This design comes from an exercise in tuning for a short achievable clock period and few clock cycles on the open sky130 flow, not from production work.
Power and IR drop assume default switching activity.

Setup of delta:
==> flow/design.v <==
`default_nettype none
package bsr_pkg;
    typedef enum logic [3:0] {
        IDLE,          
        ROW_PTR_LO,    
        ROW_PTR_HI,    
        CHECK_EMPTY,   
        COL_IDX,       
        LOAD_INIT,     
        LOAD,          
        LOAD_DRAIN,    
        SEND,          
        WAIT_DONE,     
        NEXT_BLOCK,    
        NEXT_ROW,      
        FINISH         
    } sched_state_e;
endpackage
`default_nettype wire
`timescale 1ns/100ps
`default_nettype none
module bsr_scheduler_top (
    input  wire logic                       clk,
    input  wire logic                       rst_n,
    input  wire logic                       start,
    input  wire logic [16-1:0]      cfg_num_block_rows,
    output logic                            row_ptr_rd_en,
    output logic [16-1:0]           row_ptr_rd_addr,
    input  wire logic [32-1:0]      row_ptr_rd_data,
    output logic                            col_idx_rd_en,
    output logic [32-1:0]           col_idx_rd_addr,
    input  wire logic [16-1:0]      col_idx_rd_data,
    output logic                            block_rd_en,
    output logic [32-1:0]           block_rd_addr,
    input  wire logic [8-1:0]     block_rd_data,
    output logic                            systolic_valid,
    output logic [64*8-1:0] systolic_block,
    output logic [16-1:0]           systolic_block_row,
    output logic [16-1:0]           systolic_block_col,
    input  wire logic                       systolic_ready,
    input  wire logic                       systolic_done,
    output logic                            done,
    output logic                            busy,
    output logic [32-1:0]           blocks_processed
);
    logic                   rd_on;       
    logic                   run;         
    logic                   done_r;
    logic                   init;        
    logic                   init_ok;     
    logic [16-1:0]  num_rows;
    logic [16-1:0]  w_row;       
    logic [16-1:0]  rp_addr;     
    logic                   rp_good;     
    logic [32-1:0]  w_end;       
    logic                   w_end_v;
    logic [32-1:0]  w_blk;       
    logic                   w_fin;       
    logic                   l_act;
    logic [32-1:0]  rd_addr;     
    logic [32-1:0]  prev_addr;   
    logic                   prev_v;
    logic [32-1:0]  fill_blk;    
    logic                   full;        
    logic                   valid_r;
    logic                   in_array;
    logic [32-1:0]  count;
    logic [8-1:0] blk_mem [64];
    wire start_acc = start && !run && !done_r;
    wire handover  = valid_r && systolic_ready;
    wire rejected  = prev_v && full && !handover;
    wire accept    = l_act && prev_v && !rejected;
    wire last_byte = accept && (prev_addr[6-1:0] == 6'(64 - 1));
    wire w_eq      = (w_end == w_blk);
    wire w_has     = w_end_v && !w_eq;            
    wire w_step    = run && !init && w_end_v && w_eq && !w_fin;
    wire w_last    = (rp_addr == num_rows);
    wire offer     = w_has && (last_byte || (full && !valid_r));
    wire finish    = w_fin && !valid_r && (!in_array || systolic_done);
    always_ff @(posedge clk or negedge rst_n) begin
        if (!rst_n) begin
            rd_on     <= 1'b0;
            run       <= 1'b0;
            done_r    <= 1'b0;
            init      <= 1'b0;
            init_ok   <= 1'b0;
            num_rows  <= '0;
            w_row     <= '0;
            rp_addr   <= '0;
            rp_good   <= 1'b0;
            w_end     <= '0;
            w_end_v   <= 1'b0;
            w_blk     <= '0;
            w_fin     <= 1'b0;
            l_act     <= 1'b0;
            rd_addr   <= '0;
            prev_addr <= '0;
            prev_v    <= 1'b0;
            fill_blk  <= '0;
            full      <= 1'b0;
            valid_r   <= 1'b0;
            in_array  <= 1'b0;
            count     <= '0;
        end else begin
            rd_on   <= 1'b1;
            rp_good <= 1'b1;
            done_r  <= 1'b0;
            if (start_acc) begin
                run      <= 1'b1;
                init     <= 1'b1;
                init_ok  <= rd_on;             
                num_rows <= cfg_num_block_rows;
                w_row    <= '0;
                rp_addr  <= rd_on ? 16'(1) : '0;
                rp_good  <= 1'b0;
                w_end_v  <= 1'b0;
                w_fin    <= 1'b0;
                l_act    <= 1'b0;
                prev_v   <= 1'b0;
                full     <= 1'b0;
                valid_r  <= 1'b0;
                in_array <= 1'b0;
                count    <= '0;
            end else if (run) begin
                if (init) begin
                    if (init_ok) begin
                        init      <= 1'b0;
                        w_blk     <= row_ptr_rd_data;
                        fill_blk  <= row_ptr_rd_data;
                        rd_addr   <= {row_ptr_rd_data[32-6-1:0],
                                      6'(0)};
                        l_act     <= 1'b1;
                        prev_v    <= 1'b0;
                    end else begin
                        init_ok <= 1'b1;
                        rp_addr <= 16'(1);
                        rp_good <= 1'b0;
                    end
                end else begin
                    if (!w_end_v) begin
                        if (rp_good) begin
                            w_end   <= row_ptr_rd_data;
                            w_end_v <= 1'b1;
                        end
                    end else if (w_step) begin
                        if (w_last) begin
                            w_fin <= 1'b1;
                        end else begin
                            w_row   <= w_row + 1'b1;
                            rp_addr <= rp_addr + 1'b1;
                            rp_good <= 1'b0;
                            w_end_v <= 1'b0;
                        end
                    end
                    if (offer) w_blk <= w_blk + 1'b1;
                    if (rejected) begin
                        rd_addr <= prev_addr;      
                        prev_v  <= 1'b0;
                    end else begin
                        prev_addr <= rd_addr;
                        rd_addr   <= rd_addr + 1'b1;
                        prev_v    <= 1'b1;
                    end
                    if (last_byte) begin
                        full     <= 1'b1;
                        fill_blk <= fill_blk + 1'b1;
                    end
                    if (offer) valid_r <= 1'b1;
                    if (handover) begin
                        valid_r  <= 1'b0;
                        full     <= 1'b0;
                        in_array <= 1'b1;
                        count    <= count + 1'b1;
                    end else if (systolic_done) begin
                        in_array <= 1'b0;
                    end
                    if (finish) begin
                        run     <= 1'b0;
                        done_r  <= 1'b1;
                        rp_addr <= '0;             
                        l_act   <= 1'b0;
                    end
                end
            end
        end
    end
    always_ff @(posedge clk) begin
        if (accept) blk_mem[prev_addr[6-1:0]] <= block_rd_data;
        if (last_byte) systolic_block_col <= col_idx_rd_data;   
        if (offer) systolic_block_row <= w_row;
    end
    always_comb begin
        for (int k = 0; k < 64; k++) begin
            systolic_block[k*8 +: 8] = blk_mem[k];
        end
    end
    assign row_ptr_rd_en    = rd_on;
    assign row_ptr_rd_addr  = rp_addr;
    assign col_idx_rd_en    = rd_on;
    assign col_idx_rd_addr  = fill_blk;
    assign block_rd_en      = rd_on;
    assign block_rd_addr    = rd_addr;
    assign systolic_valid   = valid_r;
    assign done             = done_r;
    assign busy             = run;
    assign blocks_processed = count;
endmodule
`default_nettype wire
Settings: LEC_CHECK=0, ABC_CLOCK_PERIOD_IN_PS=2500, CAP_MARGIN=20, CORE_MARGIN=2, CORE_UTILIZATION=40, SETUP_SLACK_MARGIN=2.5, SLEW_MARGIN=20; clock period 5.0 ns.
run.sh (not shown) runs the stock make flow with config.mk's settings and CLKGATE_MAP_FILE= SYNTH_SCRIPT=/design/flow/synth_recipe.tcl, a recipe that flattens the netlist after the stock synthesis.
delta: all stages complete, timing, DRC and antenna checks passed
Input-level comparison between indigo and delta:
Settings: ABC_CLOCK_PERIOD_IN_PS removed (was 2500); SETUP_SLACK_MARGIN removed (was 2.5).
Results
indigo and delta all finish clean.
Run comparison: delta cell with the largest stage delay on the worst path dfrtp_1; indigo cell with the largest stage delay on the worst path clkdlybuf4s50_1
| internal power summed over all cells | delta vs indigo | ≈ equal |
| combinational share of power | indigo vs delta | 1.3 points lower |
When indigo is measured against delta, its fraction of met2 tracks used by global routing turns out 0.23 points lower.
Placed wire-length estimate after detailed placement went up by a few percent going from delta to indigo.
The share of power burned in the clock network number comes out higher for indigo vs delta.
delta → indigo: hold slack now sits higher, cell area after layout now sits lower, total stage count of the critical path now sits lower.
No functional check of the RTL was part of any run of this note.

## static timing again, ports no longer ideal
How much do the figures lean on ideal ports? The routed layouts below were timed once more, with nothing changed but the port constraints. Step 1 sets driving cells, clkbuf_16 on the clock port and buf_2 on the other inputs (assumed; they add their load-dependent delay and slew). Step 2 moves the port delays by t, midway between the first and last clock arrival at a register: inputs arrive t later, outputs are due t later. That takes back most of the time a late clock gives input paths. a / b / c = no drivers / after step 1 / after step 2; a / b = the first two.
run | t, ns | setup WS [ns] | hold slack, ns | worst data-port slew with drivers (ns) | pins driven straight from the clock port
delta | 0.696 | 2.433 / 2.433 / 1.842 | 0.372 / 0.353 / 0.489 | 0.09 | 1
indigo | 0.701 | 1.752 / 1.798 / 1.097 | 0.394 / 0.377 / 0.475 | 0.12 | 1
After both steps setup and hold are still met in every run listed. The setup slack of indigo, which loses most, moves by +0.046 ns with the drivers and by -0.655 ns with both steps.
